Context: an optimization exercise on an open-source flow, tuned for small area. The choices shown serve that exercise and are no tape-out recipe. Only simulation tests tie the RTL to the original design; equivalence was not proved. Power figures rest on the tool's default switching activity, not on a simulated workload.

==> design/flow/design.v <==
module tomasuloCore
(
   input  logic        Clock,
   input  logic        rst,
   input  logic        progWrite,
   input  logic [5:0]  progAddr,
   input  logic [15:0] progWord,
   input  logic        start,
   input  logic [6:0]  progLength,
   input  logic [3:0]  regAddr,
   output logic [15:0] regData,
   output logic        done
);
   logic        running;
   logic [3:0]  wOp;
   logic        wValid;
   logic        wSwap;
   logic [13:0] wWord;
   assign wOp    = progWord[15:12];
   assign wValid = (wOp == 4'd1) || (wOp == 4'd2) || (wOp == 4'd3) || (wOp == 4'd4);
   assign wSwap  = (progWord[7:4] == 4'hf) && (progWord[3:0] == 4'h0);
   always_comb
   begin
      wWord = {2'(wOp - 4'd1), progWord[11:0]};
      if (!wValid)
         wWord = {2'd0, progWord[11:8], 4'hf, 4'h0};
      else if (wSwap && (wOp == 4'd1))
         wWord = {2'd0, progWord[11:8], 4'h0, 4'hf};
   end
   logic [5:0]  ringAddr;
   logic [5:0]  wPlace;
   logic [7:0]  wLo, wHi;
   logic [13:0] ring [0:63];
   assign wPlace = ringAddr - progAddr;    
   assign wLo    = 8'd1 << wPlace[2:0];
   assign wHi    = (8'd1 << wPlace[5:3]) & {8{progWrite}};
   for (genvar p = 0; p < 64; p++)
   begin : g_place
      logic [13:0] fromPrev;
      logic [13:0] fromLoad;
      logic [13:0] nextBits;
      assign fromPrev = ring[(p + 63) % 64];
      assign fromLoad = (p % 2) ? wWord : ~wWord;
      logic sel, selN;
      assign sel  = wHi[p / 8] && wLo[p % 8];
      assign selN = !(wHi[p / 8] && wLo[p % 8]);
      for (genvar b = 0; b < 14; b++)
      begin : g_bit
         oai22 u_oai (
            .a1(fromPrev[b]), .a2(sel), .b1(fromLoad[b]), .b2(selN),
            .y(nextBits[b])
         );
      end
      always_ff @(posedge Clock)
         ring[p] <= nextBits;
   end
   always_ff @(posedge Clock)
   begin
      if (rst)
         ringAddr <= 6'd0;
      else
         ringAddr <= ringAddr + 6'd1;
   end
   logic [6:0]  fetchAddr;
   logic [6:0]  progLen;
   logic [13:0] ir;
   logic        irValid;
   logic        finish;
   logic        grab;
   logic        atHalf;
   logic [6:0]  fetchNext;
   assign fetchNext = fetchAddr + 7'd1;
   assign atHalf    = ringAddr[5] ^ fetchNext[5];
   assign grab      = running && !initBusy && (fetchAddr != progLen)
                      && (ringAddr[4:0] == fetchNext[4:0]) && (!irValid || finish);
   always_ff @(posedge Clock)
   begin
      if (grab)
         ir <= atHalf ? ring[32] : ring[0];
   end
   logic [1:0]  code;
   logic [3:0]  dest, srcJ, srcK;
   logic        isNop, isAddSub, isSub, isMul, isDiv;
   logic        phase;           
   logic        wb;              
   logic [3:0]  step;
   logic        last;
   logic        initBusy;
   assign code     = ir[13:12];
   assign dest     = ir[11:8];
   assign srcJ     = ir[7:4];
   assign srcK     = ir[3:0];
   assign isNop    = (code == 2'd0) && (srcJ == 4'hf) && (srcK == 4'h0);
   assign isAddSub = !code[1];
   assign isSub    = (code == 2'd1);
   assign isMul    = (code == 2'd2);
   assign isDiv    = (code == 2'd3);
   assign last     = (isAddSub && !wb) || (step == 4'd15);
   assign finish   = irValid && (phase ? (wb && last) : isNop);
   logic [3:0]  ph;
   assign ph = ringAddr[3:0];
   logic [15:0] ring16 [0:15];
   logic [3:0]  rAddr;
   logic [15:0] rLine;
   logic [15:0] raw;
   logic [15:0] port;
   logic [15:0] result;
   logic        wbit;
   logic [3:0]  phLine;
   assign rAddr   = running ? (phase ? srcK : srcJ) : regAddr;
   assign rLine   = 16'd1 << rAddr;
   for (genvar b = 0; b < 16; b++)
   begin : g_read
      logic [5:0] term;
      for (genvar g = 0; g < 5; g++)
      begin : g_grp
         aoi222 u_aoi (
            .a1(rLine[3*g]),   .b1(ring16[3*g][b]),
            .a2(rLine[3*g+1]), .b2(ring16[3*g+1][b]),
            .a3(rLine[3*g+2]), .b3(ring16[3*g+2][b]),
            .y(term[g])
         );
      end
      assign term[5] = !(rLine[15] && ring16[15][b]);
      assign raw[b]  = !(&term);
   end
   assign port    = (({raw, raw} << ph) >> 16);    
   assign regData = port;
   assign wbit   = result[ph];
   assign phLine = 4'd1 << ph[1:0];
   for (genvar i = 0; i < 16; i++)
   begin : g_reg
      logic resetBit;
      logic ins;
      assign resetBit = (ph[3:2] == 2'd0) && |(phLine & 4'(i));    
      assign ins = (initBusy || rst) ? resetBit
                 : ((irValid && wb && (dest == 4'(i))) ? wbit : ring16[i][0]);
      always_ff @(posedge Clock)
         ring16[i] <= {ins, ring16[i][15:1]};
   end
   always_ff @(posedge Clock)
   begin
      if (rst)
         initBusy <= 1'b1;
      else if (ph == 4'd15)
         initBusy <= 1'b0;
   end
   logic [15:0] acc, sh;
   logic [16:0] x;
   logic        subMode;
   logic [17:0] sum;
   logic        q;
   logic        take;
   logic [15:0] accNext;
   assign x       = {acc, sh[15] & !isMul};
   assign subMode = isSub || isDiv;
   assign sum     = {1'b0, x} + {1'b0, subMode ? ~{1'b0, port} : {1'b0, port}} + {17'd0, subMode};
   assign q       = sum[17];                          
   assign take    = isAddSub || (isMul ? sh[15] : q);
   assign accNext = take ? sum[15:0] : x[15:0];
   assign result  = isDiv ? sh : acc;
   always_ff @(posedge Clock)
   begin
      if (!phase)
      begin
         acc  <= isAddSub ? {1'b0, port[15:1]} : 16'd0;
         sh   <= {isAddSub ? port[0] : port[15], port[14:0]};
      end
      else if (!wb)
      begin
         acc  <= accNext;
         sh   <= {sh[14:0], q};
      end
   end
   always_ff @(posedge Clock)
   begin
      if (!phase || (last && !wb))
         step <= 4'd0;
      else
         step <= step + 4'd1;
   end
   always_ff @(posedge Clock)
   begin
      if (rst)
      begin
         running  <= 1'b0;
         done     <= 1'b0;
         irValid  <= 1'b0;
         phase    <= 1'b0;
         wb       <= 1'b0;
      end
      else if (start)
      begin
         fetchAddr <= 7'd0;
         progLen   <= progLength;
         running   <= 1'b1;
         done      <= 1'b0;
         irValid   <= 1'b0;
         phase     <= 1'b0;
         wb        <= 1'b0;
      end
      else if (running)
      begin
         if (grab)
            fetchAddr <= fetchNext;
         irValid  <= grab || (irValid && !finish);
         if (finish)
         begin
            phase <= 1'b0;
            wb    <= 1'b0;
         end
         else if (irValid && !phase)
            phase <= 1'b1;
         else if (irValid && last)
            wb    <= 1'b1;
         if ((fetchAddr == progLen) && !irValid && !initBusy)
         begin
            running <= 1'b0;
            done    <= 1'b1;
         end
      end
   end
endmodule
module aoi222
(
   input  logic a1, b1, a2, b2, a3, b3,
   output logic y
);
   assign y = !((a1 && b1) || (a2 && b2) || (a3 && b3));
endmodule
module oai22
(
   input  logic a1, a2, b1, b2,
   output logic y
);
   assign y = !((a1 || a2) && (b1 || b2));
endmodule
==> design/flow/run.sh <==
#!/bin/bash
# synth_recipe.tcl (not shown) runs the flow's synth.tcl, then flattens the netlist and writes it again
# the make line also repeats each setting of config.mk as NAME=value (left out here)
make -C /OpenROAD-flow-scripts/flow DESIGN_CONFIG=/design/flow/config.mk WORK_HOME=/design/flow/orfs CLKGATE_MAP_FILE= SYNTH_SCRIPT=/design/flow/synth_recipe.tcl finish
==> design/flow/config.mk <==
export PLATFORM = sky130hd
export DESIGN_NAME = tomasuloCore
export DESIGN_NICKNAME = tomasuloCore
export VERILOG_FILES = /design/flow/design.v
export SDC_FILE = /design/flow/constraint.sdc
export NUM_CORES = 4
export LEC_CHECK = 0
export CAP_MARGIN = 0
export CORE_MARGIN = 2
export CORE_UTILIZATION = 75
export CTS_BUF_LIST = sky130_fd_sc_hd__clkbuf_8
export CTS_CLUSTER_DIAMETER = 60
export CTS_CLUSTER_SIZE = 20
export GPL_TIMING_DRIVEN = 0
export SLEW_MARGIN = 0
export SYNTH_HIERARCHICAL = 1
==> design/flow/constraint.sdc <==
create_clock -name core_clock -period 30.0 [get_ports {Clock}]
set_input_delay 6.0000 -clock core_clock [delete_from_list [all_inputs] [get_ports {Clock}]]
set_output_delay 6.0000 -clock core_clock [all_outputs]
set_load 0.01 [all_outputs]
==> flow_summary.ini, run 1 <==
[global_routing]
use_met1_pct = 51.5
use_met3_pct = 8.51
grt_pass1_wl_mm = 160
gr-total-overflow = 0
met2_usage_pct = 65.1
antenna_found_initial = 0
grt_max_degree = 34
top_usage_layer = met2
grt_util_all_layers_pct = 41.1
grt_pass1_vias = 27400

[sta]
clock_skew_ps = 45.6
timing.fmax_mhz = 58.4
drv_slew = 9
finalSetupViolCount = 0
tightest_slew_ps = 1570
rsz0062_at_grt = false
tns_ps = 0
post-route-period-util_pct = 57.1
relSlewSlack_pct = -5.00
finalCriticalPeriod_ps = 17120
worst_slack_ps = 12880
hold_ws_ps = 341
hold_viol_final = 0

[cts]
cts.sinks = 1228
htree_levels = 3
clk_pin_slew_ps = 110
cts_buffer_depth = 3
cts_resized = 0
cts_setup_buffers = 0
cts_tree = done
cts_hold_buf = 0
numCtsBuffers = 74
root_buffer = clkbuf_8
clkLatencyLatePin_ps = 730

[power_and_ir_drop]
total_leakage_power_nw = 15.6
power_mw = 4.00
power_density_nw_per_um2 = 99.0
irDropWorstVdd_mv = 0.0775

[synth]
syn_area_per_cell_sq_um = 12.1
synthFlopType = dfxtp_1
yosys_warnings = 11
synth-seq-cells = 1228
synth-edff-count = 60
synthArstFlopShare_pct = 0
synth_fp_nets = 3166
netlist_instances = 3096
synth_area_sq_um = 37300
yosysSeqAreaShare_pct = 67.5
yosys.cell_types.count = 69

[worst_setup_path]
end_kind = output pin
cp_max_fo = 16
cp.required_ps = 24000
crit_path_start_kind = input port
crit_type = in2out
arrival_ps = 11120

[placed_design]
post-dp-hpwl_mm = 67.7
io_buffers = 53
routabilityCongestion = 0.949
dp_slack_ps = 13060

[hold_path]
hp-class = reg2reg

[floorplan]
fp-row-count = 81
initial_core_util_pct = 76.1
die_y_um = 227
pin_count = 54
core_area_sq_um = 49100
die-area_sq_um = 51500
die_w_um = 227

[detailed_routing]
dr.pass1.iters = 8
wl_per_cell_um = 27.0
drc_errors = 0
via_count = 28100
ant_nets = 0
drt_iter0_drc = 3270
via_per_inst = 7.15
drt-total-wl_mm = 106

[layout]
fillCellCount = 2721
layout.nets = 3324
syn_to_final_growth_pct = 8.42
seq_area_sq_um = 25200
multi_input_area_sq_um = 11600
drive_gt1_share_pct = 6.80

[job]
max_cap_violations = 2

[status]
failed_checks = max-capacitance violations, max-slew violations
status = failed layout checks
[worst max-delay path, stage by stage]
cell,delay (ps)
clkdlybuf4s50_1,530
nor2_1,80
a21oi_2,370
nand2_1,240
nor2_1,990
a222oi_1,300
and3_1,290
nand3_1,160
nand2b_1,190
mux4_2,310
mux2i_1,100
o21ai_0,820
clkdlybuf4s50_1,700
[layout make-up]
class	instances	share of cell area, %
Inverter	107	0.993
Buffer	40	0.430
Timing Repair Buffer	82	2.66
Antenna cell	1	0.00619
Clock inverter	13	0.281
Sequential cell	1228	62.3
Clock buffer	75	2.55
Tap cell	664	2.05
Multi-Input combinational cell	1721	28.8
[worst paths after layout]
path	from	endpoint	slack [ps]	cells past startpoint
worst max-delay path	regAddr[2]	regData[15]	12880	13
worst min-delay path	ring16[15][15]$_DFF_P_	ring16[15][14]$_DFF_P_	340	0
worst max register to register	phase$_SDFFE_PP0P_	acc[14]$_DFFE_PP_	22440	28
worst min register to register	ring16[15][15]$_DFF_P_	ring16[15][14]$_DFF_P_	340	0
[metal layers]
layer	up-vias	share of wire, %
met4	0	7.4
met3	499	10
met2	1801	46
met1	13500	37
met5	-	0
li1	12400	-
[per-module statistics from Yosys, one instance, submodules excluded]
module | cells | flops+latches
oai22 | 1 | 0
aoi222 | 1 | 0
tomasuloCore | 2120 | 1228
[registers in the layout, summed over array words and instances, names as in the netlist]
name       count
wb             1
ringAddr       6
acc           16
fetchAddr      7
done           1
phase          1
irValid        1
ring16       256
ir            14
running        1
initBusy       1
sh            16
ring         896
step           4
progLen        7
[kinds of logic (layout without fill, tap and decap cells)]
group / Yosys count / in the layout / synth area share [%]
XOR/XNOR: 57 / 57 / 1.34
buffers and inverters: 147 / 317 / 1.54
other: 0 / 1 / 0
multiplexers: 74 / 74 / 3.06
AND/OR/NAND/NOR: 387 / 387 / 4.79
adder cells (fa/ha/maj): 33 / 33 / 1.15
flip-flops: 1228 / 1228 / 67.5
AO/OA/AOI/OAI: 1170 / 1170 / 20.6
[layout by cell type (no fill, tap or decap), types with 5 or more instances in the layout]
cell             netlist  layout
and2_1                 6       6
nor3_1                29      26
nor4_1                 5       5
nand2b_1              17      16
nor2b_1                5       5
nand2_2                0       5
a211o_1                9       9
clkdlybuf4s50_1        0      49
o21ai_0               58      54
mux2i_1               16      16
inv_1                104      95
nand3_1               37      36
clkbuf_1              27      27
a21o_1                26      26
o31ai_1               12      12
edfxtp_1              60      60
a222oi_1              80      80
mux2_2                28      28
dfxtp_1             1168    1168
and3_1                22      22
mux4_2                28      28
clkbuf_8               0      75
ha_1                  31      31
nand2_1              142     137
buf_1                  6       6
a21oi_1               31      31
buf_6                  2       5
buf_12                 0      22
nand4_1               16      16
xor2_1                20      20
o22ai_1              903     903
inv_2                  2      16
nor2_1                92      89
buf_2                  4       8
xnor2_1               37      37
[synth_stat cells, drive strengths merged (5+ instances only)]
master	n	share of area, %
nor4	6	0.14
and2	6	0.10
buf	13	0.19
nand3	37	0.50
nor3	29	0.39
nor2	92	0.93
mux2i	17	0.49
and3	22	0.37
o21ai	60	0.80
clkbuf	27	0.27
nand4	16	0.27
nor2b	5	0.084
o22ai	903	15
xor2	20	0.47
xnor2	37	0.87
nand2b	17	0.29
edfxtp	60	4.8
o31ai	12	0.24
nand2	142	1.4
a211o	9	0.21
mux2	29	0.88
a222oi	80	2.1
ha	31	1.0
a21o	26	0.52
a21oi	34	0.49
dfxtp	1168	63
inv	106	1.1
mux4	28	1.7
[through the flow]
stage                     utilization [%]  std cells  area [sq um]
after detailed placement             80.1       3840         39300
after CTS                            82.4       3928         40400
final                                82.5       3931         40500
after floorplan                         -       3096         37300
after global placement               78.8       3813         38700
after global routing                 82.5       3930         40400
[where the power goes]
| group | leakage, nW | internal (mW) | total, mW | switching (mW) |
|---|---|---|---|---|
| clock network | 0.608 | 0.235 | 0.714 | 0.479 |
| logic | 4.31 | 0.378 | 0.770 | 0.392 |
| registers | 10.7 | 2.27 | 2.52 | 0.250 |
| total | 15.6 | 2.88 | 4.00 | 1.12 |
==> run 2, diff against run 1 <==
--- a/design/flow/config.mk
+++ b/design/flow/config.mk
@@ -7,3 +7,3 @@
 export LEC_CHECK = 0
-export CAP_MARGIN = 0
+export CAP_MARGIN = 10
 export CORE_MARGIN = 2
@@ -14,3 +14,3 @@
 export GPL_TIMING_DRIVEN = 0
-export SLEW_MARGIN = 0
+export SLEW_MARGIN = 10
 export SYNTH_HIERARCHICAL = 1
==> flow_summary.ini, run 2 <==
[status]
status = no timing/DRC/antenna violations

[synth]
syn_area_per_cell_sq_um = 12.1
synth_compound_area_share_pct = 20.6
synth_common_cells = dfxtp_1, o22ai_1, nand2_1
yosysSeqAreaShare_pct = 67.5
synthArstFlopShare_pct = 0
synth_top_area_share_pct = 62.7
netlist_instances = 3096
synth.most_common_cell = dfxtp_1
synth-simple-area-share_pct = 4.79
synthTopCellsByArea = dfxtp_1, o22ai_1, edfxtp_1, a222oi_1, mux4_2
synth_area_sq_um = 37300
synth_adder_area_share_pct = 1.15
synth-edff-count = 60
synth-seq-cells = 1228
synthFlopType = dfxtp_1
synth.area.mux_share_pct = 3.06
synthXorXnorAreaFrac_pct = 1.34
synth_top_area_cell = dfxtp_1
synth_fp_nets = 3166
yosys.cell_types.count = 69
yosys_warnings = 11
synth_top_family_by_area = compound AO/OA/AOI/OAI gates

[sta]
finalCriticalPeriod_ps = 17140
rsz0062_at_grt = false
post-route-period-util_pct = 57.1
tns_ps = 0
drv_slew = 0
hold_ws_ps = 333
finalSetupViolCount = 0
relSlewSlack_pct = 17.2
hold_viol_final = 0
timing.fmax_mhz = 58.3
clock_skew_ps = 53.8
tightest_slew_ps = 1240

[global_routing]
grt_max_degree = 34
antenna_found_initial = 3
grt_pass1_vias = 27700
grt_util_all_layers_pct = 41.8
gr-total-overflow = 0
grt_pass1_wl_mm = 162

[layout]
layout.nets = 3333
top_register = ring
most-common-layout-cells = dfxtp_1, o22ai_1, nand2_1, inv_1, nor2_1
drive_gt1_share_pct = 7.42
fin_util_pct = 83.0
largest_reg_flops = 896
largestRegisters = ring (896), ring16 (256)
syn_to_final_growth_pct = 9.17
mostFrequentLayoutCell = dfxtp_1
design_area_sq_um = 40700
stdcell_count = 3943

[detailed_routing]
via_count = 28300
via_per_inst = 7.18
drc_errors = 0
dr.pass1.iters = 8
drt-total-wl_mm = 108
wl_per_cell_um = 27.5
drt_iter0_drc = 3202
ant_nets = 0

[worst_setup_path]
crit_type = in2out
cp.required_ps = 24000
arrival_ps = 11140
worstRegToRegCells = 28
critPathLaunch = regAddr[2]
rr_endpoint = acc[14]$_DFFE_PP_
end_kind = output pin
cp-endpoint = regData[15]
crit_path_start_kind = input port
cp_max_fo = 16
reg2reg_slack_ps = 22510
timing.rr.start = running$_SDFF_PP0_

[floorplan]
core_area_sq_um = 49100
die_w_um = 227
fp-row-count = 81
die_y_um = 227
die-area_sq_um = 51500
initial_core_util_pct = 76.1
pin_count = 54

[power_and_ir_drop]
power_frac_comb_pct = 19.3
switching_share_pct = 28.2
power.internal_mw = 2.89
irDropWorstVdd_mv = 0.0856
total_leakage_power_nw = 15.8
p_switching_mw = 1.13
power_frac_seq_pct = 62.6
power_density_nw_per_um2 = 98.9
clockPowerShare_pct = 18.1

[job]
max_cap_violations = 0

[cts]
clk_pin_slew_ps = 120
root_buffer = clkbuf_8
cts_tree = done
cts_hold_buf = 0
cts_setup_buffers = 0
htree_levels = 3
cts.sinks = 1228
numCtsBuffers = 74
cts_resized = 0
cts_buffer_depth = 3
clkLatencyLatePin_ps = 730

[placed_design]
place_inst = 3849
io_buffers = 53
dpl_cell_area_sq_um = 39500
routabilityCongestion = 0.949
post-dp-hpwl_mm = 69.5

[hold_path]
hp-class = reg2reg
## run 2: cell type report
type / count / area [sq um]
clock buffer: 78 / 1070
sequential: 1228 / 25200
tap: 664 / 831
multi-input combinational: 1721 / 11700
antenna: 2 / 5.00
buffer: 40 / 174
fill: 2741 / 8320
timing repair buffer: 91 / 1280
clock inverter: 12 / 119
inverter: 107 / 402
## run 2: per-module statistics from Yosys, one instance, submodules excluded
module / copies in the design / cells inside
oai22: 896 / 1
tomasuloCore: 1 / 2120
aoi222: 80 / 1
## run 2: cells by family after synthesis
group / Yosys count
compound gates: 1170
xor+xnor: 57
fa+ha+maj: 33
buf+inv: 147
flops: 1228
mux: 74
simple gates: 387
## run 2: stage by stage
| step | power [mW] | setup slack [ps] |
|---|---|---|
| after floorplan | 2.97 | 15480 |
| after global placement | 3.23 | 12500 |
| after detailed placement | 3.28 | 13030 |
| after CTS | 3.99 | 12990 |
| after global routing | 4.17 | 12640 |
| final | 4.03 | 12860 |
## run 2: critical path: stages
cell	delay (ps)
clkdlybuf4s50_1	520
nor2_1	90
a21oi_2	370
nand2_1	280
nor2_1	970
a222oi_1	320
and3_1	280
nand3_1	150
nand2b_1	190
mux4_2	310
mux2i_1	100
o21ai_0	840
clkdlybuf4s50_1	700
## run 2: power by group through the flow
stage,combinational (mW),sequential [mW],clock [mW]
final,0.776,2.52,0.729
after global routing,0.830,2.56,0.783
after CTS,0.755,2.51,0.725
after detailed placement,0.744,2.53,0
after global placement,0.705,2.52,0
after floorplan,0.539,2.43,0
## run 2: worst min-delay path by stage
| stage | start | to | cells after the start |
|---|---|---|---|
| floorplan | ring16[15][12]$_DFF_P_ | ring16[15][11]$_DFF_P_ | 0 |
| global placement | ring16[15][12]$_DFF_P_ | ring16[15][11]$_DFF_P_ | 0 |
| detailed placement | ring16[15][12]$_DFF_P_ | ring16[15][11]$_DFF_P_ | 0 |
| CTS | ring16[15][15]$_DFF_P_ | ring16[15][14]$_DFF_P_ | 0 |
| global route | ring16[15][15]$_DFF_P_ | ring16[15][14]$_DFF_P_ | 0 |
| finish | ring16[15][15]$_DFF_P_ | ring16[15][14]$_DFF_P_ | 0 |
## run 2: layer usage
layer  vias to the layer above  part of all wire (%)  GRT usage, %
met3                       536                    10          9.55
li1                      12400                     -             -
met1                     13600                    37          51.5
met2                      1833                    46          66.1
met5                         -                 0.012             0
met4                         2                   7.5          28.8
==> run 3, diff against run 2 <==
==> design/flow/flow/run.sh (new file) <==
#!/bin/bash
set -euo pipefail
work=$(pwd)

bash standard.sh synth > "$work/synth.log" 2>&1

export BUFFER_PORTS_ARGS="-buffer_cell sky130_fd_sc_hd__buf_1"
for step in GLOBAL_PLACE RESIZE DETAIL_PLACE CTS GLOBAL_ROUTE; do
   export PRE_${step}_TCL="$work/flow/smallbuf.tcl"
done
bash standard.sh finish > "$work/layout.log" 2>&1
==> design/flow/flow/smallbuf.tcl (new file) <==
# Keep repair from using the large buffers; small ones suffice at this clock.
set_dont_use [get_lib_cells {sky130_fd_sc_hd__buf_6 sky130_fd_sc_hd__buf_8 sky130_fd_sc_hd__buf_12 sky130_fd_sc_hd__buf_16 sky130_fd_sc_hd__clkdlybuf4s* sky130_fd_sc_hd__bufbuf_* sky130_fd_sc_hd__bufinv_* sky130_fd_sc_hd__inv_6 sky130_fd_sc_hd__inv_8 sky130_fd_sc_hd__inv_12 sky130_fd_sc_hd__inv_16 sky130_fd_sc_hd__dlygate* sky130_fd_sc_hd__dlymetal*}]
==> design/flow/standard.sh (new file) <==
#!/bin/bash
# synth_recipe.tcl (not shown) runs the flow's synth.tcl, then flattens the netlist and writes it again
# the make line also repeats each setting of config.mk as NAME=value (left out here)
make -C /OpenROAD-flow-scripts/flow DESIGN_CONFIG=/design/flow/config.mk WORK_HOME=/design/flow/orfs CLKGATE_MAP_FILE= SYNTH_SCRIPT=/design/flow/synth_recipe.tcl "${@:-finish}"
removed: design/flow/run.sh
==> flow_summary.ini, run 3 <==
[sta]
hold_viol_final = 0
relSlewSlack_pct = 7.63
timing.fmax_mhz = 61.2
clock_skew_ps = 35.5
worst_slack_ps = 13660
tns_ps = 0
rsz0062_at_grt = false
finalCriticalPeriod_ps = 16340
finalSetupViolCount = 0
drv_slew = 0
tightest_slew_ps = 1370
post-route-period-util_pct = 54.5
hold_ws_ps = 345

[synth]
yosysSeqAreaShare_pct = 67.5
synth_top_area_cell = dfxtp_1
yosys_warnings = 11
synth-edff-count = 60
synth_top_area_share_pct = 62.7
syn_area_per_cell_sq_um = 12.1
synthFlopType = dfxtp_1
synth_area_sq_um = 37300
synth_fp_nets = 3166
synth.most_common_cell = dfxtp_1
synthTopCellsByArea = dfxtp_1, o22ai_1, edfxtp_1, a222oi_1, mux4_2
yosys.cell_types.count = 69
synth-seq-cells = 1228
netlist_instances = 3096
synthArstFlopShare_pct = 0
synth_common_cells = dfxtp_1, o22ai_1, nand2_1

[layout]
multi_input_area_sq_um = 11700
mostFrequentLayoutCell = dfxtp_1
antennaDiodeCount = 0
top_register = ring
drive_gt1_share_pct = 7.09
layout.nets = 3329
largest_reg_flops = 896
fillCellCount = 2920
largestRegisters = ring (896), ring16 (256)
most-common-layout-cells = dfxtp_1, o22ai_1, nand2_1, inv_1, nor2_1
design_area_sq_um = 39800
syn_to_final_growth_pct = 6.77
seq_area_sq_um = 25200

[placed_design]
post-dp-hpwl_mm = 68.8
routabilityCongestion = 0.938
dp_slack_ps = 13870
io_buffers = 53
dpl_cell_area_sq_um = 38700

[power_and_ir_drop]
switching_share_pct = 28.2
power_density_nw_per_um2 = 99.9
power.internal_mw = 2.86
power_mw = 3.98
p_switching_mw = 1.12
irDropWorstVdd_mv = 0.0747
total_leakage_power_nw = 15.4
power_frac_comb_pct = 19.0
clockPowerShare_pct = 17.7
power_frac_seq_pct = 63.3

[worst_setup_path]
crit_type = in2out
cp_max_fo = 16
timing.rr.start = phase$_SDFFE_PP0P_
rr_endpoint = acc[14]$_DFFE_PP_
reg2reg_slack_ps = 22300
arrival_ps = 10340
crit_path_start_kind = input port
end_kind = output pin
worstRegToRegCells = 28
cp.required_ps = 24000

[floorplan]
fp-row-count = 81
die-area_sq_um = 51500
initial_core_util_pct = 76.1
die_w_um = 227
core_area_sq_um = 49100
die_y_um = 227
pin_count = 54

[cts]
numCtsBuffers = 73
cts_hold_buf = 0
cts_resized = 0
htree_levels = 3
root_buffer = clkbuf_8
cts.sinks = 1228
cts_buffer_depth = 3
cts_tree = done
clkLatencyLatePin_ps = 710
cts_setup_buffers = 0
clk_pin_slew_ps = 110

[global_routing]
met2_usage_pct = 64.5
antenna_found_initial = 1
grt_util_all_layers_pct = 40.9
use_met3_pct = 8.93
grt_max_degree = 34
grt_pass1_vias = 27300
gr-total-overflow = 0
use_met1_pct = 50.9
grt_pass1_wl_mm = 159
top_usage_layer = met2

[detailed_routing]
ant_nets = 0
via_count = 28200
drt-total-wl_mm = 107
dr.pass1.iters = 9
wl_per_cell_um = 27.1
drt_iter0_drc = 3085
via_per_inst = 7.17
drc_errors = 0

[hold_path]
hp-class = reg2reg
min_path_cells = 0
hold_end = ring16[10][11]$_DFF_P_
min_from = ring16[10][12]$_DFF_P_

[status]
status = no timing/DRC/antenna violations

[job]
max_cap_violations = 0
## run 3: worst max-delay path by stage
| stage | start | end | slack (ps) | cells after the start |
|---|---|---|---|---|
| 6_report | regAddr[1] | regData[0] | 13660 | 15 |
| 5_1_grt | regAddr[1] | regData[0] | 13370 | 15 |
| 4_1_cts | regAddr[3] | regData[0] | 13800 | 15 |
| 3_5_place_dp | regAddr[3] | regData[0] | 13870 | 15 |
| 3_3_place_gp | progWord[13] | ring[51][0]$_DFF_P_ | 12990 | 9 |
| 2_1_floorplan | regAddr[1] | regData[0] | 15480 | 13 |
## run 3: layout make-up
cell class                 instances  area share [%]
sequential                      1228            63.2
multi-input combinational       1721            29.3
clock buffer                      73            2.52
tap                              664            2.09
timing repair buffer              88            1.17
inverter                         107            1.01
buffer                            40           0.437
clock inverter                    13           0.292
## run 3: worst max-delay path, stage by stage
cell      delay (ps)
buf_1            140
nor2_1            90
a21oi_2          390
nand2_1          260
nor2_1           990
a222oi_1         330
and3_1           270
nand3_1          130
nor2_1            60
a221oi_1         530
a311oi_1         240
o21ai_0          320
nand2_1          170
inv_1            220
buf_1            200
## run 3: power by group through the flow
stage                     Clock (mW)  Combinational [mW]  Sequential [mW]
after CTS                      0.705               0.731             2.51
after global routing           0.758               0.802             2.56
after global placement             0               0.691             2.52
after floorplan                    0               0.539             2.43
final                          0.706               0.754             2.52
after detailed placement           0               0.722             2.53
## run 3: stage by stage
step                      instances  utilization, %
after floorplan                3096               -
after global placement         3813            78.2
after detailed placement       3848            78.9
after CTS                      3934            81.2
after global routing           3934            81.2
final                          3934            81.2
## run 3: kinds of logic after synthesis
group,Yosys count,synth area share (%)
flip-flops,1228,67.5
AO/OA/AOI/OAI,1170,20.6
AND/OR/NAND/NOR,387,4.79
buffers and inverters,147,1.54
multiplexers,74,3.06
XOR/XNOR,57,1.34
adder cells (fa/ha/maj),33,1.15
## run 3: Yosys stat by module (local to each module, per instance)
module | copies in the design | cells | flip-flops and latches | cell area (sq um)
aoi222 | 80 | 1 | 0 | 10.0
oai22 | 896 | 1 | 0 | 6.26
tomasuloCore | 1 | 2120 | 1228 | 30900
## run 3: metal layers
layer  up-vias  part of all wire (%)
li1      12400                     -
met1     13500                    37
met2      1820                    45
met3       528                    10
met4         2                   7.9
met5         -                 0.012
==> run 4, diff against run 3 <==
--- a/design/flow/design.v
+++ b/design/flow/design.v
@@ -126,3 +126,15 @@
    end
-   assign port    = (({raw, raw} << ph) >> 16);    
+   logic [15:0] rot [0:4];
+   assign rot[0] = raw;
+   for (genvar k = 0; k < 4; k++)
+   begin : g_rot
+      for (genvar b = 0; b < 16; b++)
+      begin : g_bit
+         muxInv u_mux (
+            .a(rot[k][b]), .b(rot[k][(b + 16 - (1 << k)) % 16]), .s(ph[k]),
+            .y(rot[k+1][b])
+         );
+      end
+   end
+   assign port    = rot[4];
    assign regData = port;
@@ -150,3 +162,5 @@
    logic        subMode;
-   logic [17:0] sum;
+   wire  [17:0] sum;
+   wire  [17:0] carry;
+   logic [16:0] addend;
    logic        q;
@@ -156,3 +170,11 @@
    assign subMode = isSub || isDiv;
-   assign sum     = {1'b0, x} + {1'b0, subMode ? ~{1'b0, port} : {1'b0, port}} + {17'd0, subMode};
+   assign carry[0] = subMode;
+   assign addend = {1'b0, port} ^ {17{subMode}};
+   for (genvar n = 0; n < 17; n++)
+   begin : g_add
+      fullAdd u_fa (
+         .a(x[n]), .b(addend[n]), .ci(carry[n]), .s(sum[n]), .co(carry[n+1])
+      );
+   end
+   assign sum[17] = carry[17];
    assign q       = sum[17];                          
@@ -237 +259,16 @@
 endmodule
+module muxInv
+(
+   input  logic a, b, s,
+   output logic y
+);
+   assign y = !(s ? b : a);
+endmodule
+module fullAdd
+(
+   input  logic a, b, ci,
+   output logic s, co
+);
+   assign s  = a ^ b ^ ci;
+   assign co = (a && b) || (a && ci) || (b && ci);
+endmodule
==> flow_summary.ini, run 4 <==
[layout]
mostFrequentLayoutCell = dfxtp_1
fillCellCount = 2796
layout.nets = 3162
largestRegisters = ring (896), ring16 (256)
top_register = ring
syn_to_final_growth_pct = 6.68
drive_gt1_share_pct = 7.11
largest_reg_flops = 896
most-common-layout-cells = dfxtp_1, o22ai_1, nand2_1, nor2_1, a222oi_1
fin_util_pct = 81.3

[synth]
synthTopCellsByArea = dfxtp_1, o22ai_1, edfxtp_1, a222oi_1, mux2i_1
synth-seq-cells = 1228
synth_common_cells = dfxtp_1, o22ai_1, nand2_1
netlist_instances = 2940
synth_area_sq_um = 36500
synth_fp_nets = 3010
yosys.cell_types.count = 52
synth-edff-count = 60
syn_area_per_cell_sq_um = 12.4
synth_top_area_cell = dfxtp_1
synthArstFlopShare_pct = 0
synth.most_common_cell = dfxtp_1
synth_top_area_share_pct = 64.0
yosysSeqAreaShare_pct = 68.9
yosys_warnings = 13
synthFlopType = dfxtp_1

[sta]
tns_ps = 0
drv_slew = 0
hold_viol_final = 0
worst_slack_ps = 12500
timing.fmax_mhz = 57.1
rsz0062_at_grt = false
finalCriticalPeriod_ps = 17500
post-route-period-util_pct = 58.3
hold_ws_ps = 346
relSlewSlack_pct = 8.07
tightest_slew_ps = 1370
finalSetupViolCount = 0
clock_skew_ps = 36.7

[job]
max_cap_violations = 0

[placed_design]
routabilityCongestion = 0.942
dp_slack_ps = 12040
post-dp-hpwl_mm = 63.1
io_buffers = 53

[detailed_routing]
wl_per_cell_um = 27.2
drt-total-wl_mm = 101
ant_nets = 0
via_per_inst = 7.26
drc_errors = 0
drt_iter0_drc = 3622
via_count = 27000
dr.pass1.iters = 8

[worst_setup_path]
cp_max_fo = 16
reg2reg_slack_ps = 17120
arrival_ps = 17970
crit_slowest_cell = nor2_1
timing.rr.start = running$_SDFF_PP0_
crit_top_cell = fa_1
worstRegToRegCells = 35
crit_type = in2reg
rr_endpoint = acc[10]$_DFFE_PP_
critical-path-max-stage-delay_ps = 1090
crit_path_start_kind = input port
cp.required_ps = 30470
end_kind = flop

[cts]
numCtsBuffers = 73
cts.sinks = 1228
root_buffer = clkbuf_8
clkLatencyLatePin_ps = 730
cts_tree = done
cts_buffer_depth = 3
cts_setup_buffers = 0
cts_hold_buf = 0
clk_pin_slew_ps = 110
cts_resized = 0
htree_levels = 3

[hold_path]
min_from = ring16[0][6]$_DFF_P_
hold_end = ring16[0][5]$_DFF_P_
hp-class = reg2reg
min_path_cells = 0

[floorplan]
die-area_sq_um = 50500
initial_core_util_pct = 76.2
fp-row-count = 80
die_y_um = 225
die_w_um = 225
core_area_sq_um = 47900
pin_count = 54

[power_and_ir_drop]
total_leakage_power_nw = 14.3
irDropWorstVdd_mv = 0.0685
power_density_nw_per_um2 = 98.4

[status]
status = no timing/DRC/antenna violations

[global_routing]
grt_pass1_vias = 26300
grt_max_degree = 34
grt_pass1_wl_mm = 152
grt_util_all_layers_pct = 39.4
antenna_found_initial = 1
gr-total-overflow = 0
## run 4: cell count changes after synthesis, moves of 16 or more
cell     change
o21ai_0     -49
nor2_1      +37
inv_1       -77
ha_1        -16
a21o_1      -20
nor3_1      -17
fa_1        +16
mux4_2      -22
mux2i_1     +58
xnor2_1     -26
mux2_2      +16
a21oi_1     -22
## run 4: worst max-delay path, delay by kind of cell
kind                       cells  cell delay [ps]
buffers and inverters          2              490
xor gates and xnor gates       1              160
AOI/OAI and AO/OA              3              590
adders and majority gates     17             6920
and+or+nand+nor                6             2090
muxes                          6             1650
## run 4: final cells by class
class                   count  area, sq um  area share (%)
plain buffers              35          151           0.388
diodes                      1         2.50         0.00642
clock buffers              78         1070            2.75
flip-flops and latches   1228        25200            64.6
clock inverters            12         97.6           0.250
well taps                 615          769            1.97
inverters                  27          101           0.260
multi-input cells        1650        11200            28.8
repair buffers             77          384           0.986
## run 4: cell families after synthesis
group / count (synthesis) / synth area share [%]
AO/OA/AOI/OAI: 1062 / 19.3
buffers and inverters: 62 / 0.692
multiplexers: 124 / 3.75
adder cells (fa/ha/maj): 33 / 1.50
AND/OR/NAND/NOR: 387 / 4.78
flip-flops: 1228 / 68.9
XOR/XNOR: 44 / 1.05
## run 4: modules after synthesis (local to each module, per instance)
module        cell area [sq um]  times used  flops+latches  cells
fullAdd                    20.0          17              0      1
aoi222                     10.0          80              0      1
oai22                      6.26         896              0      1
tomasuloCore              29100           1           1228   1883
muxInv                     10.0          64              0      1
## run 4: worst max-delay path by stage
stage	startpoint	to	slack, ps	depth (start not counted)
floorplan	regAddr[0]	acc[10]$_DFFE_PP_	13920	34
global placement	regAddr[1]	acc[11]$_DFFE_PP_	12360	35
detailed placement	regAddr[1]	acc[10]$_DFFE_PP_	12040	35
CTS	regAddr[1]	acc[10]$_DFFE_PP_	12770	35
global route	regAddr[0]	acc[6]$_DFFE_PP_	12160	35
finish	regAddr[0]	acc[10]$_DFFE_PP_	12500	35
## run 4: metal layers
layer / share of wire (%) / global-route usage (%) / up-vias / wire length (um)
met4: 5.7 / 20.0 / 2 / 5740
met3: 11 / 9.01 / 415 / 10800
li1: - / - / 11800 / -
met2: 46 / 61.9 / 1794 / 46300
met1: 38 / 51.6 / 13000 / 38400
met5: 0.013 / 0 / - / 13
## run 4: metrics by stage
stage          area (sq um)  total power [mW]  std cells
3_3_place_gp          37500              3.06       3608
2_1_floorplan         36500              2.85       2940
6_report              39000              3.83       3723
3_5_place_dp          37800              3.10       3632
5_1_grt               39000              3.97       3722
4_1_cts               38900              3.80       3722
## run 4: report_power, final
part | internal (mW) | switching (mW)
logic | 0.310 | 0.338
registers | 2.24 | 0.226
clock network | 0.241 | 0.479
total | 2.79 | 1.04
==> run 5, diff against run 4 <==
--- a/design/flow/config.mk
+++ b/design/flow/config.mk
@@ -11,4 +11,4 @@
 export CTS_BUF_LIST = sky130_fd_sc_hd__clkbuf_8
-export CTS_CLUSTER_DIAMETER = 60
-export CTS_CLUSTER_SIZE = 20
+export CTS_CLUSTER_DIAMETER = 50
+export CTS_CLUSTER_SIZE = 18
 export GPL_TIMING_DRIVEN = 0
==> flow_summary.ini, run 5 <==
[status]
status = no timing/DRC/antenna violations

[cts]
cts_resized = 0
clkLatencyLatePin_ps = 730
cts_buffer_depth = 3
cts_hold_buf = 0
numCtsBuffers = 82
root_buffer = clkbuf_8
cts.sinks = 1228
clk_pin_slew_ps = 100
cts_tree = done
cts_setup_buffers = 0
htree_levels = 3

[synth]
netlist_instances = 2940
yosys_warnings = 13
synth.most_common_cell = dfxtp_1
synth-edff-count = 60
synthFlopType = dfxtp_1
synth_area_sq_um = 36500
synthArstFlopShare_pct = 0
synth_common_cells = dfxtp_1, o22ai_1, nand2_1
syn_area_per_cell_sq_um = 12.4
synth-seq-cells = 1228
yosysSeqAreaShare_pct = 68.9
yosys.cell_types.count = 52
synth_fp_nets = 3010
synth_top_area_cell = dfxtp_1
synth_top_area_share_pct = 64.0
synthTopCellsByArea = dfxtp_1, o22ai_1, edfxtp_1, a222oi_1, mux2i_1

[worst_setup_path]
crit_path_start_kind = input port
cp_num_buf_inv = 2
crit_slowest_cell = nor2_1
end_kind = flop
cp_max_fo = 16
crit_type = in2reg
crit_family = adder cells
arrival_ps = 17920
cp.required_ps = 30460
critical-path-max-stage-delay_ps = 990
crit_top_cell = fa_1
reg2reg_slack_ps = 17100

[layout]
syn_to_final_growth_pct = 7.27
layout.nets = 3174
fillCellCount = 2768
seq_area_sq_um = 25200
multi_input_area_sq_um = 11200
largestRegisters = ring (896), ring16 (256)
largest_reg_flops = 896
mostFrequentLayoutCell = dfxtp_1
top_register = ring
drive_gt1_share_pct = 7.61
most-common-layout-cells = dfxtp_1, o22ai_1, nand2_1, nor2_1, clkbuf_8

[power_and_ir_drop]
switching_share_pct = 27.3
power_frac_seq_pct = 63.6
power.internal_mw = 2.82
clockPowerShare_pct = 19.7
total_leakage_power_nw = 14.4
irDropWorstVdd_mv = 0.0732
p_switching_mw = 1.06
power_density_nw_per_um2 = 99.0
power_frac_comb_pct = 16.7

[placed_design]
post-dp-hpwl_mm = 63.1
io_buffers = 53
routabilityCongestion = 0.942

[global_routing]
antenna_found_initial = 2
grt_pass1_wl_mm = 153
gr-total-overflow = 0
grt_max_degree = 34
grt_util_all_layers_pct = 39.6
grt_pass1_vias = 26300

[sta]
finalSetupViolCount = 0
post-route-period-util_pct = 58.2
clock_skew_ps = 28.8
drv_slew = 0
relSlewSlack_pct = 6.12
finalCriticalPeriod_ps = 17450
timing.fmax_mhz = 57.3
tightest_slew_ps = 1400
hold_viol_final = 0
rsz0062_at_grt = false
hold_ws_ps = 353
tns_ps = 0

[floorplan]
die_y_um = 225
pin_count = 54
fp-row-count = 80
die-area_sq_um = 50500
die_w_um = 225
initial_core_util_pct = 76.2
core_area_sq_um = 47900

[detailed_routing]
ant_nets = 0
drc_errors = 0
drt-total-wl_mm = 102
via_per_inst = 7.26
wl_per_cell_um = 27.2
dr.pass1.iters = 7
via_count = 27200
drt_iter0_drc = 3636

[hold_path]
hp-class = reg2reg

[job]
max_cap_violations = 0
==> run 5: worst register-to-register path, delay by kind of cell, from the launching register on <==
family | cells | cell delay, ps
xor gates and xnor gates | 1 | 160
muxes | 6 | 1560
buffers and inverters | 3 | 1000
DFF | 1 | 320
AOI/OAI and AO/OA | 3 | 720
adders and majority gates | 17 | 6920
and+or+nand+nor | 5 | 1950
==> run 5: cells by family after synthesis <==
family          after synthesis  share of synthesized area, %
buf+inv                      62                         0.692
simple gates                387                          4.78
fa+ha+maj                    33                          1.50
mux                         124                          3.75
xor+xnor                     44                          1.05
flops                      1228                          68.9
compound gates             1062                          19.3
==> run 5: per-layer routing <==
metal  global-route usage, %  part of all wire [%]  vias to the layer above
met5                    1.08                 0.067                        -
met4                    21.4                   6.0                        2
met3                    8.90                    11                      454
met2                    62.0                    45                     1792
met1                    51.6                    38                    13100
li1                        -                     -                    11800
==> run 5: layout make-up <==
| type | count | area share [%] |
|---|---|---|
| flip-flops and latches | 1228 | 64.3 |
| clock buffers | 87 | 3.06 |
| well taps | 615 | 1.96 |
| multi-input cells | 1650 | 28.6 |
| plain buffers | 35 | 0.386 |
| clock inverters | 21 | 0.428 |
| repair buffers | 80 | 1.04 |
| inverters | 27 | 0.259 |
| diodes | 2 | 0.0128 |
==> run 5: per-module statistics from Yosys (local to each module, per instance) <==
| module | copies in the design | flip-flops and latches |
|---|---|---|
| tomasuloCore | 1 | 1228 |
| fullAdd | 17 | 0 |
| muxInv | 64 | 0 |
| oai22 | 896 | 0 |
| aoi222 | 80 | 0 |
==> run 5: path summary, 6_finish.rpt <==
check,depth (start not counted),to,startpoint
worst max-delay path,35,acc[7]$_DFFE_PP_,regAddr[3]
worst min register to register,0,ring16[15][14]$_DFF_P_,ring16[15][15]$_DFF_P_
worst max register to register,35,acc[7]$_DFFE_PP_,running$_SDFF_PP0_
worst min-delay path,0,ring16[15][14]$_DFF_P_,ring16[15][15]$_DFF_P_
==> run 5: through the flow <==
step                      cell area [sq um]  total power, mW  utilization [%]  std cells  worst slack (ps)
after floorplan                       36500             2.85                -       2940             13920
after global routing                  39200             4.02             81.7       3744             12120
final                                 39200             3.88             81.7       3745             12550
after global placement                37500             3.06             78.2       3608             12360
after detailed placement              37800             3.10             78.8       3632             12040
after CTS                             39100             3.85             81.6       3740             12760
==> run 5: power by group through the flow <==
stage / logic (mW) / registers [mW] / clock network [mW]
after floorplan: 0.452 / 2.40 / 0
after global routing: 0.691 / 2.51 / 0.816
after global placement: 0.587 / 2.48 / 0
after CTS: 0.626 / 2.46 / 0.760
final: 0.650 / 2.47 / 0.763
after detailed placement: 0.617 / 2.48 / 0
==> run 6, diff against run 5 <==
--- a/design/flow/design.v
+++ b/design/flow/design.v
@@ -36,2 +36,5 @@
    assign wHi    = (8'd1 << wPlace[5:3]) & {8{progWrite}};
+   logic [7:0]  wLoN, wHiN;
+   assign wLoN   = ~wLo;
+   assign wHiN   = ~wHi;
    for (genvar p = 0; p < 64; p++)
@@ -44,4 +47,4 @@
       logic sel, selN;
-      assign sel  = wHi[p / 8] && wLo[p % 8];
-      assign selN = !(wHi[p / 8] && wLo[p % 8]);
+      nor2Cell  u_sel  (.a(wHiN[p / 8]), .b(wLoN[p % 8]), .y(sel));
+      nand2Cell u_selN (.a(wHi[p / 8]),  .b(wLo[p % 8]),  .y(selN));
       for (genvar b = 0; b < 14; b++)
@@ -97,3 +100,3 @@
    assign isDiv    = (code == 2'd3);
-   assign last     = (isAddSub && !wb) || (step == 4'd15);
+   assign last     = (step == 4'd15);
    assign finish   = irValid && (phase ? (wb && last) : isNop);
@@ -180,3 +183,3 @@
    assign q       = sum[17];                          
-   assign take    = isAddSub || (isMul ? sh[15] : q);
+   assign take    = isAddSub ? last : (isMul ? sh[15] : q);
    assign accNext = take ? sum[15:0] : x[15:0];
@@ -185,16 +188,11 @@
    begin
+      if (!wb)
+      begin
+         acc  <= accNext & {16{phase}};
+         sh   <= phase ? {sh[14:0], q} : port;
+      end
+   end
+   always_ff @(posedge Clock)
+   begin
       if (!phase)
-      begin
-         acc  <= isAddSub ? {1'b0, port[15:1]} : 16'd0;
-         sh   <= {isAddSub ? port[0] : port[15], port[14:0]};
-      end
-      else if (!wb)
-      begin
-         acc  <= accNext;
-         sh   <= {sh[14:0], q};
-      end
-   end
-   always_ff @(posedge Clock)
-   begin
-      if (!phase || (last && !wb))
          step <= 4'd0;
@@ -274 +272,15 @@
 endmodule
+module nor2Cell
+(
+   input  logic a, b,
+   output logic y
+);
+   assign y = !(a || b);
+endmodule
+module nand2Cell
+(
+   input  logic a, b,
+   output logic y
+);
+   assign y = !(a && b);
+endmodule
--- a/design/flow/config.mk
+++ b/design/flow/config.mk
@@ -11,4 +11,4 @@
 export CTS_BUF_LIST = sky130_fd_sc_hd__clkbuf_8
-export CTS_CLUSTER_DIAMETER = 50
-export CTS_CLUSTER_SIZE = 18
+export CTS_CLUSTER_DIAMETER = 60
+export CTS_CLUSTER_SIZE = 20
 export GPL_TIMING_DRIVEN = 0
==> flow_summary.ini, run 6 <==
[global_routing]
gr-total-overflow = 0
use_met1_pct = 50.1
use_met3_pct = 8.96
met2_usage_pct = 66.4
top_usage_layer = met2
grt_pass1_wl_mm = 156
grt_util_all_layers_pct = 40.6
antenna_found_initial = 1
grt_max_degree = 33
grt_pass1_vias = 26600

[cts]
root_buffer = clkbuf_8
cts_buffer_depth = 3
clk_pin_slew_ps = 110
cts_resized = 0
numCtsBuffers = 73
cts_hold_buf = 0
clkLatencyLatePin_ps = 710
htree_levels = 3
cts_setup_buffers = 0
cts_tree = done
cts.sinks = 1228

[sta]
rsz0062_at_grt = false
timing.fmax_mhz = 57.2
relSlewSlack_pct = 12.3
drv_slew = 0
post-route-period-util_pct = 58.3
tightest_slew_ps = 1310
finalSetupViolCount = 0
tns_ps = 0
worst_slack_ps = 12520
finalCriticalPeriod_ps = 17480
hold_viol_final = 0
clock_skew_ps = 55.2

[power_and_ir_drop]
power_frac_comb_pct = 16.0
clockPowerShare_pct = 18.8
irDropWorstVdd_mv = 0.0843
p_switching_mw = 1.02
switching_share_pct = 27.0
power_frac_seq_pct = 65.3
power.internal_mw = 2.75
power_density_nw_per_um2 = 97.0
total_leakage_power_nw = 14.2

[placed_design]
dp_slack_ps = 12050
io_buffers = 53
post-dp-hpwl_mm = 66.7
routabilityCongestion = 0.948

[detailed_routing]
dr.pass1.iters = 10
drt_iter0_drc = 3344
drc_errors = 0
ant_nets = 0
drt-total-wl_mm = 104
via_per_inst = 7.30
via_count = 27100
wl_per_cell_um = 28.0

[worst_setup_path]
cp_max_fo = 16
rr_endpoint = acc[8]$_DFFE_PN_
critical-path-max-stage-delay_ps = 1030
end_kind = flop
timing.rr.start = phase$_SDFFE_PP0P_
cp.required_ps = 30430
worstRegToRegCells = 36
arrival_ps = 17910
crit_path_start_kind = input port
crit_top_cell = fa_1
cp-endpoint = acc[8]$_DFFE_PN_
crit_type = in2reg
crit_slowest_cell = nor2_1
critPathLaunch = regAddr[0]
reg2reg_slack_ps = 17060

[synth]
synth-seq-cells = 1228
syn_area_per_cell_sq_um = 12.5
synth-edff-count = 60
synthTopCellsByArea = dfxtp_1, o22ai_1, edfxtp_1, mux2i_1, a222oi_1
synth_common_cells = dfxtp_1, o22ai_1, nor2_1
netlist_instances = 2920
synth_fp_nets = 2990
synth_area_sq_um = 36400
synthFlopType = dfxtp_1
synthArstFlopShare_pct = 0
synth_top_area_share_pct = 64.2
yosys.cell_types.count = 56
yosys_warnings = 13
yosysSeqAreaShare_pct = 69.1
synth_top_area_cell = dfxtp_1
synth.most_common_cell = dfxtp_1

[layout]
syn_to_final_growth_pct = 6.76
drive_gt1_share_pct = 6.72
antennaDiodeCount = 0
top_register = ring
fin_util_pct = 81.3
mostFrequentLayoutCell = dfxtp_1
layout.nets = 3151
largestRegisters = ring (896), ring16 (256)
largest_reg_flops = 896
fillCellCount = 2684
most-common-layout-cells = dfxtp_1, o22ai_1, nor2_1, nand2_1, mux2i_1

[floorplan]
fp-row-count = 80
die_y_um = 224
core_area_sq_um = 47800
initial_core_util_pct = 76.1
pin_count = 54
die_w_um = 224
die-area_sq_um = 50300

[status]
status = no timing/DRC/antenna violations

[job]
max_cap_violations = 0

[hold_path]
hp-class = reg2reg
## run 6: cell families (layout without fill, tap and decap cells)
kind of cell | count (synthesis) | count (layout) | synth area share (%)
flip-flops | 1228 | 1228 | 69.1
AO/OA/AOI/OAI | 1046 | 1046 | 19.1
AND/OR/NAND/NOR | 375 | 375 | 4.61
multiplexers | 128 | 128 | 3.84
buffers and inverters | 65 | 239 | 0.752
XOR/XNOR | 45 | 45 | 1.08
adder cells (fa/ha/maj) | 33 | 33 | 1.50
## run 6: worst min path at each step
stage                     depth (start not counted)                    to                  from
after floorplan                                   0  ring16[0][0]$_DFF_P_  ring16[0][1]$_DFF_P_
after global placement                            0  ring16[9][6]$_DFF_P_  ring16[9][7]$_DFF_P_
after detailed placement                          0  ring16[9][7]$_DFF_P_  ring16[9][8]$_DFF_P_
after CTS                                         0  ring16[5][0]$_DFF_P_  ring16[5][1]$_DFF_P_
after global routing                              0  ring16[5][0]$_DFF_P_  ring16[5][1]$_DFF_P_
final                                             0  ring16[5][0]$_DFF_P_  ring16[5][1]$_DFF_P_
## run 6: area by class of cell
cell class	instances	area, sq um	area share (%)
clock inverters	13	108	0.277
well taps	615	769	1.98
flip-flops and latches	1228	25200	64.8
plain buffers	28	130	0.335
clock buffers	75	1030	2.65
multi-input cells	1627	11100	28.5
inverters	37	144	0.370
repair buffers	86	449	1.16
## run 6: critical path: cells and delay by family
| family | cells | cell delay, ps |
|---|---|---|
| and+or+nand+nor | 6 | 1950 |
| adders and majority gates | 17 | 6930 |
| buffers and inverters | 2 | 440 |
| xor gates and xnor gates | 1 | 150 |
| AOI/OAI and AO/OA | 2 | 460 |
| muxes | 7 | 1960 |
## run 6: modules after synthesis, one instance, submodules excluded
| module | flops+latches | cells | cell area, sq um |
|---|---|---|---|
| tomasuloCore | 1228 | 1735 | 28600 |
| nor2Cell | 0 | 1 | 3.75 |
| nand2Cell | 0 | 1 | 3.75 |
| muxInv | 0 | 1 | 10.0 |
| oai22 | 0 | 1 | 6.26 |
| fullAdd | 0 | 1 | 20.0 |
| aoi222 | 0 | 1 | 10.0 |
## run 6: power by group through the flow
stage	Combinational, mW	Sequential [mW]	Clock, mW
2_1_floorplan	0.413	2.39	0
3_3_place_gp	0.546	2.47	0
3_5_place_dp	0.571	2.48	0
4_1_cts	0.580	2.45	0.706
5_1_grt	0.636	2.50	0.764
6_report	0.602	2.46	0.709
## run 6: metrics by stage
stage / hold slack [ps] / total power, mW / instance area, sq um / std cells
global route: 307 / 3.90 / 38900 / 3709
detailed placement: 336 / 3.05 / 37700 / 3620
CTS: 309 / 3.74 / 38900 / 3708
finish: 300 / 3.77 / 38900 / 3709
floorplan: 330 / 2.80 / 36400 / 2920
global placement: 332 / 3.02 / 37400 / 3588
## run 6: metal layers
metal	wire length [um]	share of wire, %
met1	37700	36
met2	48400	47
met3	10800	10
met4	7040	6.8
met5	17	0.016
==> run 7, diff against run 6 <==
--- a/design/flow/design.v
+++ b/design/flow/design.v
@@ -143,3 +143,3 @@
    assign regData = port;
-   assign wbit   = result[ph];
+   assign wbit   = result[4'(ph + step)];    
    assign phLine = 4'd1 << ph[1:0];
@@ -171,3 +171,3 @@
    logic [15:0] accNext;
-   assign x       = {acc, sh[15] & !isMul};
+   assign x       = {acc, wb ? acc[15] : (sh[15] & !isMul)};
    assign subMode = isSub || isDiv;
@@ -183,3 +183,3 @@
    assign q       = sum[17];                          
-   assign take    = isAddSub ? last : (isMul ? sh[15] : q);
+   assign take    = !wb && (isAddSub ? last : (isMul ? sh[15] : q));
    assign accNext = take ? sum[15:0] : x[15:0];
@@ -188,7 +188,4 @@
    begin
-      if (!wb)
-      begin
-         acc  <= accNext & {16{phase}};
-         sh   <= phase ? {sh[14:0], q} : port;
-      end
+      acc  <= accNext & {16{phase}};
+      sh   <= phase ? {sh[14:0], wb ? sh[15] : q} : port;
    end
==> flow_summary.ini, run 7 <==
[global_routing]
grt_util_all_layers_pct = 41.2
grt_pass1_vias = 26300
gr-total-overflow = 0
met2_usage_pct = 64.6
use_met3_pct = 8.84
top_usage_layer = met2
antenna_found_initial = 0
grt_max_degree = 33
grt_pass1_wl_mm = 155
use_met1_pct = 51.8

[synth]
synthArstFlopShare_pct = 0
synth_area_sq_um = 36100
synth_top_area_share_pct = 66.5
synth-seq-cells = 1228
synth_fp_nets = 3017
synth.most_common_cell = dfxtp_1
netlist_instances = 2943
synthXorXnorAreaFrac_pct = 1.28
yosysSeqAreaShare_pct = 68.8
synth_common_cells = dfxtp_1, o22ai_1, nand2_1
synth-simple-area-share_pct = 4.94
synthFlopType = dfxtp_1
synth_adder_area_share_pct = 1.68
synth-edff-count = 28
yosys.cell_types.count = 48
synth_compound_area_share_pct = 19.2
yosys_warnings = 13
syn_area_per_cell_sq_um = 12.3
synthTopCellsByArea = dfxtp_1, o22ai_1, mux2i_1, edfxtp_1, a222oi_1
synth.area.mux_share_pct = 3.40
synth_top_area_cell = dfxtp_1
synth_top_family_by_area = compound AO/OA/AOI/OAI gates

[detailed_routing]
drt_iter0_drc = 3562
via_count = 26600
ant_nets = 0
wl_per_cell_um = 27.8
drt-total-wl_mm = 104
via_per_inst = 7.13
drc_errors = 0
dr.pass1.iters = 8

[job]
max_cap_violations = 0

[cts]
htree_levels = 3
cts_resized = 0
cts_hold_buf = 0
cts_setup_buffers = 0
numCtsBuffers = 73
cts_tree = done
clk_pin_slew_ps = 110
cts.sinks = 1228
root_buffer = clkbuf_8
clkLatencyLatePin_ps = 730
cts_buffer_depth = 3

[layout]
syn_to_final_growth_pct = 6.74
most-common-layout-cells = dfxtp_1, o22ai_1, nand2_1, nor2_1, mux2i_1
antennaDiodeCount = 0
stdcell_count = 3733
top_register = ring
largest_reg_flops = 896
multi_input_area_sq_um = 11100
layout.nets = 3176
seq_area_sq_um = 24900
fillCellCount = 2825
drive_gt1_share_pct = 6.64
mostFrequentLayoutCell = dfxtp_1
largestRegisters = ring (896), ring16 (256)
fin_util_pct = 80.9

[worst_setup_path]
end_kind = flop
crit_family = adder cells
cp.required_ps = 30580
critPathLaunch = regAddr[0]
reg2reg_slack_ps = 17750
crit_path_start_kind = input port
rr_endpoint = acc[10]$_DFF_P_
crit_type = in2reg
cp_num_buf_inv = 2
critical-path-max-stage-delay_ps = 1020
cp.depth = 35
crit_top_cell = fa_1
timing.rr.start = running$_SDFF_PP0_
arrival_ps = 17480
cp_max_fo = 16
cp-endpoint = acc[10]$_DFF_P_
worstRegToRegCells = 35
crit_slowest_cell = nor2_1

[floorplan]
initial_core_util_pct = 75.8
pin_count = 54
die_y_um = 223
die_w_um = 223
core_area_sq_um = 47600
fp-row-count = 80
die-area_sq_um = 49900

[sta]
worst_slack_ps = 13100
finalCriticalPeriod_ps = 16900
clock_skew_ps = 55.7
rsz0062_at_grt = false
relSlewSlack_pct = 12.6
timing.fmax_mhz = 59.2
finalSetupViolCount = 0
drv_slew = 0
tightest_slew_ps = 1310
hold_viol_final = 0
tns_ps = 0
post-route-period-util_pct = 56.3

[placed_design]
io_buffers = 53
dp_slack_ps = 12680
place_inst = 3639
post-dp-hpwl_mm = 66.4
routabilityCongestion = 0.944

[power_and_ir_drop]
power_density_nw_per_um2 = 99.2
total_leakage_power_nw = 14.3
irDropWorstVdd_mv = 0.0788
power_mw = 3.82

[hold_path]
hp-class = reg2reg

[status]
status = no timing/DRC/antenna violations
## run 7: cell count changes after synthesis, moves of 6 or more
cell	previous run	this run
and3_1	23	17
mux2_2	35	29
a21o_1	2	11
dfxtp_1	1168	1200
edfxtp_1	60	28
nor2b_1	8	27
mux4_2	6	0
nand2_1	113	157
o21ai_2	0	10
o41ai_1	15	0
nor2_1	133	113
## run 7: logic make-up after synthesis
group           count (synthesis)
mux                           119
compound gates               1049
xor+xnor                       51
simple gates                  401
buf+inv                        58
fa+ha+maj                      37
flops                        1228
## run 7: final cells by class
class | count | share of cell area [%]
plain buffers | 22 | 0.302
clock buffers | 74 | 2.64
clock inverters | 17 | 0.357
inverters | 36 | 0.350
multi-input cells | 1657 | 28.8
flip-flops and latches | 1228 | 64.5
well taps | 615 | 2.00
repair buffers | 84 | 1.12
## run 7: metal layers
layer | part of all wire (%) | routed length, um
met5 | 0 | 0
met3 | 11 | 11500
met1 | 36 | 37800
met4 | 7.5 | 7770
met2 | 45 | 46700
## run 7: Yosys stat by module, one instance, submodules excluded
module        area, sq um  flip-flops and latches  times used
aoi222               10.0                       0          80
nand2Cell            3.75                       0          64
nor2Cell             3.75                       0          64
muxInv               10.0                       0          64
fullAdd              20.0                       0          17
oai22                6.26                       0         896
tomasuloCore        28300                    1228           1
## run 7: worst min-delay path by stage
stage / from / end / cells after the start
after global routing: ring16[5][9]$_DFF_P_ / ring16[5][8]$_DFF_P_ / 0
final: ring16[9][13]$_DFF_P_ / ring16[9][12]$_DFF_P_ / 0
after floorplan: ring16[0][1]$_DFF_P_ / ring16[0][0]$_DFF_P_ / 0
after detailed placement: ring16[15][12]$_DFF_P_ / ring16[15][11]$_DFF_P_ / 0
after global placement: ring16[14][9]$_DFF_P_ / ring16[14][8]$_DFF_P_ / 0
after CTS: ring16[5][15]$_DFF_P_ / ring16[5][14]$_DFF_P_ / 0
## run 7: report_power, final
part           switching (mW)  total, mW  internal [mW]
clock                   0.481      0.712          0.232
combinational           0.329      0.624          0.295
sequential              0.237       2.49           2.25
total                    1.05       3.82           2.78
## run 7: through the flow
stage	hold slack [ps]	area (sq um)
finish	352	38600
global route	358	38600
CTS	346	38500
detailed placement	334	37400
global placement	331	37100
floorplan	330	36100
==> run 8, diff against run 7 <==
--- a/design/flow/config.mk
+++ b/design/flow/config.mk
@@ -11,4 +11,4 @@
 export CTS_BUF_LIST = sky130_fd_sc_hd__clkbuf_8
-export CTS_CLUSTER_DIAMETER = 60
-export CTS_CLUSTER_SIZE = 20
+export CTS_CLUSTER_DIAMETER = 50
+export CTS_CLUSTER_SIZE = 18
 export GPL_TIMING_DRIVEN = 0
==> flow_summary.ini, run 8 <==
[status]
status = no timing/DRC/antenna violations

[cts]
cts_tree = done
cts_hold_buf = 0
htree_levels = 3
root_buffer = clkbuf_8
cts_resized = 0
cts.sinks = 1228
clkLatencyLatePin_ps = 730
cts_buffer_depth = 3
clk_pin_slew_ps = 100
numCtsBuffers = 83
cts_setup_buffers = 0

[layout]
fin_util_pct = 81.5
drive_gt1_share_pct = 7.32
fillCellCount = 2784
antennaDiodeCount = 0
most-common-layout-cells = dfxtp_1, o22ai_1, nand2_1, nor2_1, mux2i_1
syn_to_final_growth_pct = 7.53
mostFrequentLayoutCell = dfxtp_1
seq_area_sq_um = 24900
top_register = ring
largest_reg_flops = 896
multi_input_area_sq_um = 11100
largestRegisters = ring (896), ring16 (256)
layout.nets = 3188

[sta]
relSlewSlack_pct = 14.6
drv_slew = 0
rsz0062_at_grt = false
finalCriticalPeriod_ps = 16830
clock_skew_ps = 36.9
timing.fmax_mhz = 59.4
tightest_slew_ps = 1280
finalSetupViolCount = 0
tns_ps = 0
hold_viol_final = 0
post-route-period-util_pct = 56.1
worst_slack_ps = 13170

[global_routing]
grt_max_degree = 33
grt_util_all_layers_pct = 41.5
gr-total-overflow = 0
grt_pass1_wl_mm = 156
grt_pass1_vias = 26400
antenna_found_initial = 1

[synth]
synth_common_cells = dfxtp_1, o22ai_1, nand2_1
synth.most_common_cell = dfxtp_1
synth_top_area_share_pct = 66.5
synth_top_area_cell = dfxtp_1
yosys.cell_types.count = 48
synthTopCellsByArea = dfxtp_1, o22ai_1, mux2i_1, edfxtp_1, a222oi_1
synth-edff-count = 28
synth-seq-cells = 1228
netlist_instances = 2943
synth_area_sq_um = 36100
synthArstFlopShare_pct = 0
synthFlopType = dfxtp_1
yosys_warnings = 13
synth_fp_nets = 3017
yosysSeqAreaShare_pct = 68.8
syn_area_per_cell_sq_um = 12.3

[worst_setup_path]
cp_max_fo = 16
cp.required_ps = 30580
worstRegToRegCells = 35
crit_top_cell = fa_1
arrival_ps = 17410
end_kind = flop
crit_path_start_kind = input port
crit_slowest_cell = nor2_1
critical-path-max-stage-delay_ps = 1000
crit_type = in2reg

[detailed_routing]
via_per_inst = 7.15
dr.pass1.iters = 9
ant_nets = 0
drt-total-wl_mm = 105
drc_errors = 0
via_count = 26800
drt_iter0_drc = 3352
wl_per_cell_um = 27.8

[floorplan]
pin_count = 54
initial_core_util_pct = 75.8
fp-row-count = 80
die_y_um = 223
die-area_sq_um = 49900
die_w_um = 223
core_area_sq_um = 47600

[power_and_ir_drop]
p_switching_mw = 1.07
power_frac_comb_pct = 16.0
clockPowerShare_pct = 20.0
power_frac_seq_pct = 64.0
total_leakage_power_nw = 14.4
power.internal_mw = 2.82
irDropWorstVdd_mv = 0.0804
power_density_nw_per_um2 = 100
switching_share_pct = 27.5

[hold_path]
hp-class = reg2reg
min_path_cells = 0

[placed_design]
io_buffers = 53
post-dp-hpwl_mm = 66.4
dp_slack_ps = 12680
routabilityCongestion = 0.944

[job]
max_cap_violations = 0
run 8: changes by cell type in the layout (fill, tap and decap cells not counted):
cell        before   now
clkinvlp_4       5     7
dfxtp_2          1     2
buf_2           12    11
buf_4           29    32
clkinv_2         0     2
dfxtp_1       1199  1198
clkinv_8         3     6
clkbuf_8        74    88
inv_4            1     0
inv_1           27    28
run 8: final cells by class:
type | instances | share of cell area [%]
Tap cell | 615 | 1.98
Multi-Input combinational cell | 1657 | 28.5
Clock buffer | 88 | 3.12
Inverter | 36 | 0.348
Sequential cell | 1228 | 64.0
Timing Repair Buffer | 86 | 1.16
Clock inverter | 24 | 0.538
Buffer | 22 | 0.300
run 8: through the flow:
stage                     cells  power, mW  hold WS (ps)  instance area (sq um)
final                      3756       3.89           351                  38800
after detailed placement   3639       3.10           334                  37400
after global placement     3611       3.07           331                  37100
after CTS                  3751       3.86           350                  38800
after global routing       3756       4.03           348                  38800
after floorplan            2943       2.84           330                  36100
run 8: path summary, 6_finish.rpt:
check	start	endpoint	slack, ps
hold reg to reg	ring16[10][7]$_DFF_P_	ring16[10][6]$_DFF_P_	350
hold / removal	ring16[10][7]$_DFF_P_	ring16[10][6]$_DFF_P_	350
setup reg to reg	running$_SDFF_PP0_	acc[7]$_DFF_P_	17800
setup / recovery	regAddr[0]	acc[7]$_DFF_P_	13170
run 8: metal layers:
layer  global-route usage, %  vias to the layer above  part of all wire (%)
met2                    64.3                     1752                    45
li1                        -                    11800                     -
met1                    51.4                    12800                    37
met5                       0                        -                 0.012
met4                    28.9                        2                   7.6
met3                    10.2                      487                    11
run 8: critical path: cells and delay by family:
kind                     cells  cell delay, ps
AO/OA/AOI/OAI                3             680
AND/OR/NAND/NOR              6            1920
buffers and inverters        2             370
XOR/XNOR                     1             170
multiplexers                 6            1380
adder cells (fa/ha/maj)     17            6870
run 8: kinds of logic (layout without fill, tap and decap cells):
| logic type | Yosys count | in the layout | share of synthesized area [%] |
|---|---|---|---|
| flip-flops | 1228 | 1228 | 68.8 |
| AO/OA/AOI/OAI | 1049 | 1049 | 19.2 |
| AND/OR/NAND/NOR | 401 | 401 | 4.94 |
| multiplexers | 119 | 119 | 3.40 |
| buffers and inverters | 58 | 256 | 0.696 |
| XOR/XNOR | 51 | 51 | 1.28 |
| adder cells (fa/ha/maj) | 37 | 37 | 1.68 |
run 8: power by group through the flow:
stage | logic [mW] | registers [mW] | clock network [mW]
final | 0.625 | 2.49 | 0.777
after global routing | 0.665 | 2.53 | 0.831
after CTS | 0.604 | 2.48 | 0.776
after detailed placement | 0.596 | 2.51 | 0
after global placement | 0.570 | 2.50 | 0
after floorplan | 0.431 | 2.41 | 0
run 8: Yosys stat by module, one instance, submodules excluded:
module        flops+latches  area, sq um
oai22                     0         6.26
muxInv                    0         10.0
tomasuloCore           1228        28300
nor2Cell                  0         3.75
nand2Cell                 0         3.75
aoi222                    0         10.0
fullAdd                   0         20.0

what the ideal ports hide:
Ports are ideal in the flow. The routed layouts listed here were re-timed in OpenROAD.
Step 1, drivers: a clkbuf_16 drives Clock and a buf_2 each remaining input, both assumed.
Step 2 also shifts input and output timing later by t, the mid clock arrival at the registers, as if the neighbouring blocks saw the same clock.
Three values: ideal, step 1, step 2; two values: the first two.
| run | shift t [ns] | setup WS [ns] | pins driven straight from the clock port |
|---|---|---|---|
| run 1 | 0.763 | 12.882 / 12.856 / 12.856 | 1 |
| run 2 | 0.766 | 12.859 / 12.833 / 12.833 | 1 |
| run 3 | 0.757 | 13.657 / 13.636 / 13.636 | 1 |
| run 4 | 0.768 | 12.499 / 12.529 / 11.760 | 1 |
| run 5 | 0.777 | 12.546 / 12.569 / 11.792 | 1 |
| run 6 | 0.755 | 12.521 / 12.551 / 11.796 | 1 |
| run 7 | 0.754 | 13.095 / 13.130 / 12.376 | 1 |
| run 8 | 0.774 | 13.175 / 13.207 / 12.434 | 1 |
The setup slack of run 5, which loses most, moves by +0.023 ns with the drivers and by -0.754 ns with both steps.
